This design comes from an exercise in tuning for small area and a short achievable clock period on the open sky130 flow, not from production work. RTL that was checked went through simulation tests only; none was proved equivalent to the original. Power and IR drop assume default switching activity.

Setup of v5:
// mm_top
module mm_top (
  input  logic        clk,
  input  logic        rst_n,
  input  logic        i_awvalid,
  output logic        o_awready,
  input  logic [7:0]  i_awaddr,
  input  logic        i_wvalid,
  output logic        o_wready,
  input  logic [31:0] i_wdata,
  input  logic [3:0]  i_wstrb,
  output logic        o_bvalid,
  input  logic        i_bready,
  output logic [1:0]  o_bresp,
  input  logic        i_arvalid,
  output logic        o_arready,
  input  logic [7:0]  i_araddr,
  output logic        o_rvalid,
  input  logic        i_rready,
  output logic [31:0] o_rdata,
  output logic [1:0]  o_rresp
);
export LEC_CHECK = 0
export ABC_CLOCK_PERIOD_IN_PS = 4000
export CAP_MARGIN = 20
export CORE_MARGIN = 2
export CORE_UTILIZATION = 60
export CTS_CLUSTER_DIAMETER = 100
export CTS_CLUSTER_SIZE = 24
export PLACE_DENSITY = 0.7
export SETUP_SLACK_MARGIN = 4.62
export SLEW_MARGIN = 20
export SYNTH_HIERARCHICAL = 1
create_clock -name core_clock -period 8.0 [get_ports {clk}]
standard.sh (not shown) runs the stock make flow with config.mk's settings and CLKGATE_MAP_FILE= SYNTH_SCRIPT=/design/flow/synth_recipe.tcl, a recipe that flattens the netlist after the stock synthesis.
==> flow/flow/run.sh <==
#!/bin/bash
# Layout flow: the standard ORFS flow (standard.sh, unchanged synthesis and
# scripts) with the port buffers that placement inserts made the smallest
# buffer instead of the one buffer_ports picks by default. Timing repair still
# resizes any port buffer on a critical path.
set -euo pipefail
export BUFFER_PORTS_ARGS="-buffer_cell sky130_fd_sc_hd__buf_1"
bash standard.sh > standard.log 2>&1
Input changes introduced in v18 (baseline for comparison: v5):
Settings: SETUP_SLACK_MARGIN changed from 4.62 to 4.55.
==> flow/flow/run.sh <==
#!/bin/bash
# Layout flow: the standard ORFS flow (standard.sh: unchanged synthesis,
# scripts and settings from config.mk) with two layout changes:
#  - the port buffers that placement inserts are the smallest buffer instead of
#    the one buffer_ports picks by default (timing repair still resizes any on a
#    critical path);
#  - before the first resizing, split_ready.tcl puts the internal loads of the
#    gate that drives o_awready/o_wready behind a buffer of their own.
set -euo pipefail
here=$(pwd)
export BUFFER_PORTS_ARGS="-buffer_cell sky130_fd_sc_hd__buf_1"
export PRE_RESIZE_TCL="$here/flow/split_ready.tcl"
bash standard.sh > standard.log 2>&1
==> flow/flow/split_ready.tcl (new file) <==
# o_awready and o_wready are one gate of the write valids, which also drives
# the write logic inside. Move those inside loads behind a buffer of their
# own, so that the gate drives only the two port buffers and timing repair
# can make the port-to-port path short.
set obufs {}
set gnet ""
foreach port {o_awready o_wready} {
  foreach pin [get_pins -of_objects [get_nets $port]] {
    if {[get_property $pin direction] == "output"} {
      set inst [get_cells -of_objects $pin]
      lappend obufs [get_full_name $inst]
      foreach ipin [get_pins -of_objects $inst -filter "direction == input"] {
        set gnet [get_full_name [get_nets -of_objects $ipin]]
      }
    }
  }
}
set inside {}
foreach pin [get_pins -of_objects [get_nets $gnet]] {
  if {[get_property $pin direction] != "input"} { continue }
  if {[lsearch -exact $obufs [get_full_name [get_cells -of_objects $pin]]] >= 0} { continue }
  lappend inside [get_full_name $pin]
}
puts "split_ready: net $gnet, port buffers $obufs, [llength $inside] inside loads"
if {[llength $obufs] == 2 && [llength $inside] > 0} {
  insert_buffer -buffer_cell sky130_fd_sc_hd__buf_2 -net $gnet -load_pins $inside
}
==> comparison <==
- Delta (v18 minus v5): wire length on met3 decreased by 17% relative to the old numbers; routed wire length down about 5%; areal power density over the cells up about 2%; design area fell about 2.6%; highest clock frequency the design can meet fell by 0.34%.
- Between v18 and v5, the number of standard cells in the layout, taps in and fillers out is higher for v5.
- Looking only at register-to-register slack, and setting everything else aside, the lower value of v18 and v5 goes to v18.
No functional check of the RTL was part of any run of this note.


run 1:
Another version of the RTL of mm_top (not shown whole).
For scale: ~1600 cells after synthesis, about 410 flip-flops, roughly 100 I/O pins, about 20000 um^2 of cells after synthesis.
Settings: LEC_CHECK=0, ABC_CLOCK_PERIOD_IN_PS=4000, CAP_MARGIN=20, CORE_MARGIN=2, CORE_UTILIZATION=60, CTS_CLUSTER_DIAMETER=100, CTS_CLUSTER_SIZE=24, PLACE_DENSITY=0.7, SETUP_SLACK_MARGIN=4.47, SLEW_MARGIN=20, SYNTH_HIERARCHICAL=1; clock period 8.0 ns.
run.sh (not shown) runs the stock make flow with config.mk's settings and CLKGATE_MAP_FILE= SYNTH_SCRIPT=/design/flow/synth_recipe.tcl, a recipe that flattens the netlist after the stock synthesis.
Stock flow here: none of the scripts above is used.
Modified inputs, run 2 compared to run 1
- SETUP_SLACK_MARGIN: 4.47 -> 5
- CTS_CLUSTER_DIAMETER: 100 -> unset
- ABC_CLOCK_PERIOD_IN_PS: 4000 -> 3500
- CTS_BUF_LIST: unset -> sky130_fd_sc_hd__clkbuf_4 sky130_fd_sc_hd__clkbuf_8
- CTS_CLUSTER_SIZE: 24 -> unset
Notes after the runs:
Per the comparison of run 2 with run 1, largest net degree at the start of global routing shows a reduction of 2; clock-pin slew on the worst setup and hold paths decreased 30 ps; overall routed net length has increased; switching power share of the total grew by 1.8 points.
In the metrics for run 1 and run 2, the one carrying the lower post-CTS setup repair buffer count is run 1.
Register fraction of the total cell area (higher): run 1
Against run 1, final area in run 2 came out worse.
--- input diff run 2..run 3 ---
- a deleted CTS_BUF_LIST that had been sky130_fd_sc_hd__clkbuf_4 sky130_fd_sc_hd__clkbuf_8
- a change of SETUP_SLACK_MARGIN from 5 to 4.47
- an added CTS_CLUSTER_SIZE of 24
- a change of ABC_CLOCK_PERIOD_IN_PS from 3500 to 4000
- an added CTS_CLUSTER_DIAMETER of 100
==> flow/flow/run.sh (new file) <==
#!/bin/bash
# Layout flow: the standard ORFS flow (standard.sh, unchanged synthesis and
# scripts) with the port buffers that placement inserts made the smallest
# buffer instead of the one buffer_ports picks by default. Timing repair still
# resizes any port buffer on a critical path.
set -euo pipefail
export BUFFER_PORTS_ARGS="-buffer_cell sky130_fd_sc_hd__buf_1"
bash standard.sh > standard.log 2>&1
==> flow/standard.sh (new file) <==
#!/bin/bash
# synth_recipe.tcl (not shown) runs the flow's synth.tcl, then flattens the netlist and writes it again
# the make line also repeats each setting of config.mk as NAME=value (left out here)
make -C /OpenROAD-flow-scripts/flow DESIGN_CONFIG=/design/flow/config.mk WORK_HOME=/design/flow/orfs CLKGATE_MAP_FILE= SYNTH_SCRIPT=/design/flow/synth_recipe.tcl "${@:-finish}"
removed: flow/run.sh
--- outcome ---
Run 3 vs. run 2: flip-flop and latch share of the layout cell area now larger; number of cells traversed by the worst register-to-register path now smaller. Aggregate routed wire length improves in run 3 relative to run 2. Run 3 vs run 2: global-route usage down in run 3. Comparing run 3 and run 2, clock transition time at the flip-flop clock pins of the worst setup and hold paths is lower on run 2.
Here is what was changed in the inputs of run 4 compared with run 3.
- removing CTS_CLUSTER_SIZE (formerly 24)
- changing SETUP_SLACK_MARGIN from 4.47 to 4.5
- removing CTS_CLUSTER_DIAMETER (formerly 100)
==> flow/run.sh (new file) <==
#!/bin/bash
# synth_recipe.tcl (not shown) runs the flow's synth.tcl, then flattens the netlist and writes it again
# the make line also repeats each setting of config.mk as NAME=value (left out here)
make -C /OpenROAD-flow-scripts/flow DESIGN_CONFIG=/design/flow/config.mk WORK_HOME=/design/flow/orfs CLKGATE_MAP_FILE= SYNTH_SCRIPT=/design/flow/synth_recipe.tcl finish
removed: flow/flow/run.sh
removed: flow/standard.sh
### Flow results
Run 4: number of non-filler instances in the completed layout 62 above run 3. Compared with run 3, in run 4 final instance area grew by about 7%, synthesized cell count held steady, total of clock buffers placed in the layout grew by about 75%. Run 3 has a lower routed wire length than run 4. Looking at global-route wire length before repair, run 4 sits about 2.5% higher than run 3 does. Summary — final total power, run 4 relative to run 3: higher, by about 22%. Changes observed in run 4 relative to run 3: worst-case reg-to-reg path depth went up 1; post-route worst setup slack held.


Another version of the RTL of mm_top (not shown whole).
Size: roughly 1,600 cells after synthesis, roughly 100 I/O pins.
export LEC_CHECK = 0
export ABC_CLOCK_PERIOD_IN_PS = 4000
export CAP_MARGIN = 20
export CORE_MARGIN = 2
export CORE_UTILIZATION = 60
export CTS_CLUSTER_DIAMETER = 100
export CTS_CLUSTER_SIZE = 30
export PLACE_DENSITY = 0.7
export SETUP_SLACK_MARGIN = 4.55
export SLEW_MARGIN = 20
export SYNTH_HIERARCHICAL = 1
create_clock -name core_clock -period 8.0 [get_ports {clk}]
standard.sh (not shown) runs the stock make flow with config.mk's settings and CLKGATE_MAP_FILE= SYNTH_SCRIPT=/design/flow/synth_recipe.tcl, a recipe that flattens the netlist after the stock synthesis.
==> flow/flow/run.sh <==
#!/bin/bash
# Layout flow: the standard ORFS flow (standard.sh, unchanged synthesis and
# scripts) with the port buffers that placement inserts made the smallest
# buffer instead of the one buffer_ports picks by default. Timing repair still
# resizes any port buffer on a critical path.
set -euo pipefail
export BUFFER_PORTS_ARGS="-buffer_cell sky130_fd_sc_hd__buf_1"
bash standard.sh > standard.log 2>&1
The first run completed with no timing, DRC or antenna violations.
Then changed:
--- a/flow/config.mk
+++ b/flow/config.mk
@@ -10,7 +10,7 @@
 export CORE_MARGIN = 2
 export CORE_UTILIZATION = 60
-export CTS_CLUSTER_DIAMETER = 100
-export CTS_CLUSTER_SIZE = 30
-export PLACE_DENSITY = 0.7
+export CTS_CLUSTER_DIAMETER = 120
+export CTS_CLUSTER_SIZE = 32
+export PLACE_DENSITY = 0.62
 export SETUP_SLACK_MARGIN = 4.55
 export SLEW_MARGIN = 20
Outcome: Non-clock buffer count climbs by 5. Synthesized cell count stays the same. Total power drops by 1.6%. Worst setup slack stays flat. Final cell count barely changes. Final area drops by 0.67%.
Then changed:
--- a/flow/config.mk
+++ b/flow/config.mk
@@ -11,6 +11,7 @@
 export CORE_UTILIZATION = 60
 export CTS_CLUSTER_DIAMETER = 120
-export CTS_CLUSTER_SIZE = 32
-export PLACE_DENSITY = 0.62
+export CTS_CLUSTER_SIZE = 28
+export GPL_TIMING_DRIVEN = 0
+export PLACE_DENSITY = 0.7
 export SETUP_SLACK_MARGIN = 4.55
 export SLEW_MARGIN = 20
- The new run went through all stages and came out clean
- utilization is higher by 4.2 points
- hold slack hardly moves
- cell count is higher by 8.7%
- maximum frequency is lower by 2.9%
- wire length is higher by 6.3%
- count of clock-buffer cells in the layout is higher by 2
- design area is higher by 6.5%
Then changed:
--- a/flow/config.mk
+++ b/flow/config.mk
@@ -6,11 +6,10 @@
 export NUM_CORES = 4
 export LEC_CHECK = 0
-export ABC_CLOCK_PERIOD_IN_PS = 4000
+export ABC_CLOCK_PERIOD_IN_PS = 6000
 export CAP_MARGIN = 20
 export CORE_MARGIN = 2
 export CORE_UTILIZATION = 60
-export CTS_CLUSTER_DIAMETER = 120
-export CTS_CLUSTER_SIZE = 28
-export GPL_TIMING_DRIVEN = 0
+export CTS_CLUSTER_DIAMETER = 100
+export CTS_CLUSTER_SIZE = 24
 export PLACE_DENSITY = 0.7
 export SETUP_SLACK_MARGIN = 4.55
Result: Global-route usage went down by 1.9 points. Power rose slightly. Hold slack gets worse by 5.2 ps. Clock-buffer cell count rose by 5. Final cell count goes down by a little under a tenth. Routed wire length shrinks by a little under a tenth. Synthesized area does not change. Worst setup slack gains 100 ps. Via count is lower by a few percent. Synthesized cell count does not change. Non-clock buffer count falls by 173.
Then changed:
--- a/flow/config.mk
+++ b/flow/config.mk
@@ -6,10 +6,10 @@
 export NUM_CORES = 4
 export LEC_CHECK = 0
-export ABC_CLOCK_PERIOD_IN_PS = 6000
+export ABC_CLOCK_PERIOD_IN_PS = 4000
 export CAP_MARGIN = 20
 export CORE_MARGIN = 2
 export CORE_UTILIZATION = 60
-export CTS_CLUSTER_DIAMETER = 100
-export CTS_CLUSTER_SIZE = 24
+export CTS_CLUSTER_DIAMETER = 120
+export CTS_CLUSTER_SIZE = 32
 export PLACE_DENSITY = 0.7
 export SETUP_SLACK_MARGIN = 4.55
Via count falls by about 0.37%.
Clock power decreases by about 9%.
Worst setup slack barely changes.


Starting RTL as in the previous note.
Design mm_top, start of the top module:
module mm_top (
  input  logic        clk,
  input  logic        rst_n,
  input  logic        i_awvalid,
  output logic        o_awready,
  input  logic [7:0]  i_awaddr,
  input  logic        i_wvalid,
  output logic        o_wready,
  input  logic [31:0] i_wdata,
  input  logic [3:0]  i_wstrb,
  output logic        o_bvalid,
  input  logic        i_bready,
  output logic [1:0]  o_bresp,
  input  logic        i_arvalid,
  output logic        o_arready,
  input  logic [7:0]  i_araddr,
  output logic        o_rvalid,
  input  logic        i_rready,
  output logic [31:0] o_rdata,
  output logic [1:0]  o_rresp
);
Settings: LEC_CHECK=0, ABC_CLOCK_PERIOD_IN_PS=4000, CAP_MARGIN=20, CORE_MARGIN=2, CORE_UTILIZATION=60, CTS_BUF_LIST=sky130_fd_sc_hd__clkbuf_8 sky130_fd_sc_hd__clkbuf_16, CTS_CLUSTER_DIAMETER=100, CTS_CLUSTER_SIZE=24, PLACE_DENSITY=0.7, SETUP_SLACK_MARGIN=4.55, SLEW_MARGIN=20, SYNTH_HIERARCHICAL=1; clock period 8.0 ns.
Scripts as last shown in full above: flow/flow/run.sh
Change:
CTS_BUF_LIST = not set   (was sky130_fd_sc_hd__clkbuf_8 sky130_fd_sc_hd__clkbuf_16)
CTS_CLUSTER_DIAMETER = 110   (was 100)
CTS_CLUSTER_SIZE = 30   (was 24)
GPL_ROUTABILITY_DRIVEN = 0   (was not set)
PLACE_DENSITY = 0.62   (was 0.7)
The new run passed the timing, DRC and antenna checks.
Global-route usage came out higher by 0.33 points.
Design area goes down by 0.86%.
Power decreases by 3.4%.
Critical path depth is unchanged.
Sequential cell count does not change.
Setup slack improves by 3.3 ps.
Via count increases by 0.31%.
Non-clock buffer count is higher by 5.
Hold slack is better by 6.7 ps.
First-iteration DRC count increases by 11%.
Core utilization drops by 0.56 points.
Change:
CTS_CLUSTER_DIAMETER = 100   (was 110)
CTS_CLUSTER_SIZE = 24   (was 30)
GPL_ROUTABILITY_DRIVEN = not set   (was 0)
PLACE_DENSITY = 0.7   (was 0.62)
SETUP_SLACK_MARGIN = 4.47   (was 4.55)
TNS_END_PERCENT = 10   (was not set)
Result: Cell count stays flat. Combinational power hardly moves. Sequential cell count is unchanged. Total power goes up by 3.4%. Synthesized cell count is unchanged. Routed wire length goes down by 2.5%. Count of clock-buffer cells in the layout goes up by 4.


== red ==
mm_top again, from the RTL that the note above started with.
==> flow/config.mk <==
export PLATFORM = sky130hd
export DESIGN_NAME = mm_top
export DESIGN_NICKNAME = mm_top
export VERILOG_FILES = /design/flow/design.v
export SDC_FILE = /design/flow/constraint.sdc
export NUM_CORES = 4
export LEC_CHECK = 0
export ABC_CLOCK_PERIOD_IN_PS = 4000
export CAP_MARGIN = 20
export CORE_MARGIN = 2
export CORE_UTILIZATION = 60
export CTS_CLUSTER_DIAMETER = 120
export CTS_CLUSTER_SIZE = 28
export PLACE_DENSITY = 0.55
export SETUP_SLACK_MARGIN = 4.55
export SLEW_MARGIN = 20
export SYNTH_HIERARCHICAL = 1
==> flow/constraint.sdc <==
create_clock -name core_clock -period 8.0 [get_ports {clk}]
set_input_delay 1.6000 -clock core_clock [delete_from_list [all_inputs] [get_ports {clk}]]
set_output_delay 1.6000 -clock core_clock [all_outputs]
set_load 0.01 [all_outputs]
Scripts as last shown in full above: flow/flow/run.sh
red | status: complete | timing, DRC, antenna: pass
Input changes introduced in blue (baseline for comparison: red):
Settings: CTS_CLUSTER_SIZE: 28 -> 24; SETUP_SLACK_MARGIN: 4.55 -> 4.47; PLACE_DENSITY: 0.55 -> 0.7; CTS_CLUSTER_DIAMETER: 120 -> 100.
==> comparison <==
Re number of buffers inserted during clock tree synthesis: blue is 3 up on red.
Diff blue..red | sequential share of layout area | negligible
Changes observed in blue relative to red: clock network contribution to total cell area climbed 0.41 points; fraction of power consumed by the clock network climbed 1.9 points.
Diff blue..red | core region area | unchanged
Compared red against blue; final instance area within noise.
Diff red -> blue: net switching power went up, routed wire length did not really move.
--- input diff blue..green ---
Settings: PLACE_DENSITY now 0.8, was 0.7; CORE_UTILIZATION now 70, was 60; SETUP_SLACK_MARGIN now 4.55, was 4.47.
==> run notes <==
- Against blue, green comes in 3.8 points higher on global-route total usage across every layer.
- Relative to blue, the number of non-clock buffers measured on green has increased by a few percent.
- green against blue: combinational share of power went up by 0.2 points, worst-case clock buffer depth was more or less identical, internal cell power went down by about 0.8%.
Here is what was changed in the inputs of orange compared with green.
Settings: a change of CTS_CLUSTER_DIAMETER from 100 to 120; an added GPL_ROUTABILITY_DRIVEN of 0; a change of CORE_UTILIZATION from 70 to 60; a change of PLACE_DENSITY from 0.8 to 0.7; a change of CTS_CLUSTER_SIZE from 24 to 28.
Notes after the runs:
- The higher count of antenna diodes in the layout came out of green.
- In orange, the part of the power in registers came out 1.4 points above the value in green.
- On met3 routing resource usage after global routing: between green and orange, it ends up lower for orange.
- orange ends up with a area inside the core boundary that is 15% higher than in green.
- From orange to green, synthesized cell count did not move at all.
- Re non-clock buffer total of the final layout: orange is 1 up on green.
- Between green and orange, number of instances in the placed design is lower for green, orange comes in above that.
- Looking only at final worst hold slack, and setting everything else aside, the lower value of green and orange goes to green.
- Global-route usage over all layers in orange is 4.1 points lower than in green
- Taking green as the reference, in orange maximum frequency held; depth of the most critical reg-to-reg path essentially unchanged.
Here is what was changed in the inputs of purple compared with orange.
Settings: removing GPL_ROUTABILITY_DRIVEN (formerly 0).
==> run notes <==
purple went all the way through the flow, and no timing, DRC or antenna check failed. Number of clock buffer instances in the layout in purple vs orange: down 3.4%. purple gives less final wirelength than orange did. purple — wire length of the first global-routing pass 1.6% lower, orange as reference. Clock period minus final worst setup slack delta (purple -> orange): insignificant. Looking only at number of detailed-routing iterations run before antenna repair, and setting everything else aside, the higher value of orange and purple goes to orange.

==> static timing again, ports no longer ideal <==
No port has a modelled driver above. Below, the same layouts with a new extraction and two added sets of constraints.
Step 1 (the two cells are an assumption about what drives the block):
set clk [get_ports {clk}]
set_driving_cell -lib_cell sky130_fd_sc_hd__clkbuf_16 $clk
set_driving_cell -lib_cell sky130_fd_sc_hd__buf_2 [delete_from_list [all_inputs] $clk]
Step 2 also shifts input and output timing later by t, the mid clock arrival at the registers, as if the neighbouring blocks saw the same clock.
Three values: no drivers, after step 1, after step 2; two values: the first two.
run	shift t [ns]	slack for setup (ns)	hold WS [ns]	worst setup path at the end	cell pins on the clock port's net
v5	0.576	4.369 / 4.349 / 4.113	0.342 / 0.342 / 0.342	input to register	1
v18	0.572	4.356 / 4.325 / 3.981	0.348 / 0.348 / 0.348	input to register	1
run 1	0.574	4.476 / 4.446 / 3.977	0.346 / 0.346 / 0.346	input to register	1
run 2	0.657	4.471 / 4.438 / 4.149	0.337 / 0.337 / 0.337	input to register	1
run 3	0.577	4.471 / 4.436 / 4.026	0.347 / 0.347 / 0.347	input to register	1
run 4	0.593	4.468 / 4.435 / 3.968	0.344 / 0.344 / 0.344	input to register	1
the first run of note 3	0.567	4.473 / 4.441 / 4.096	0.353 / 0.353 / 0.353	input to register	1
the second run of note 3	0.567	4.476 / 4.445 / 4.085	0.349 / 0.349 / 0.349	input to register	1
the third run of note 3	0.579	4.371 / 4.333 / 3.968	0.351 / 0.351 / 0.351	input to register	1
the fourth run of note 3	0.570	4.473 / 4.441 / 4.078	0.346 / 0.346 / 0.346	input to register	1
the fifth run of note 3	0.564	4.473 / 4.441 / 4.017	0.347 / 0.347 / 0.347	input to register	1
the first run of note 4	0.571	4.473 / 4.441 / 4.081	0.347 / 0.347 / 0.347	input to register	1
the second run of note 4	0.563	4.477 / 4.445 / 4.070	0.353 / 0.353 / 0.353	input to register	1
the third run of note 4	0.573	4.401 / 4.376 / 3.910	0.350 / 0.350 / 0.350	input to register	1
red	0.570	4.476 / 4.445 / 4.053	0.356 / 0.356 / 0.356	input to register	1
blue	0.573	4.426 / 4.400 / 4.040	0.350 / 0.350 / 0.350	input to register	1
green	0.576	4.467 / 4.435 / 4.022	0.349 / 0.349 / 0.349	input to register	1
orange	0.571	4.476 / 4.439 / 4.058	0.355 / 0.355 / 0.355	input to register	1
purple	0.564	4.473 / 4.441 / 4.108	0.345 / 0.345 / 0.345	input to register	1
After both steps every run listed still meets setup and hold. The setup slack of run 4, which loses most, moves by -0.033 ns with the drivers and by -0.500 ns with both steps.
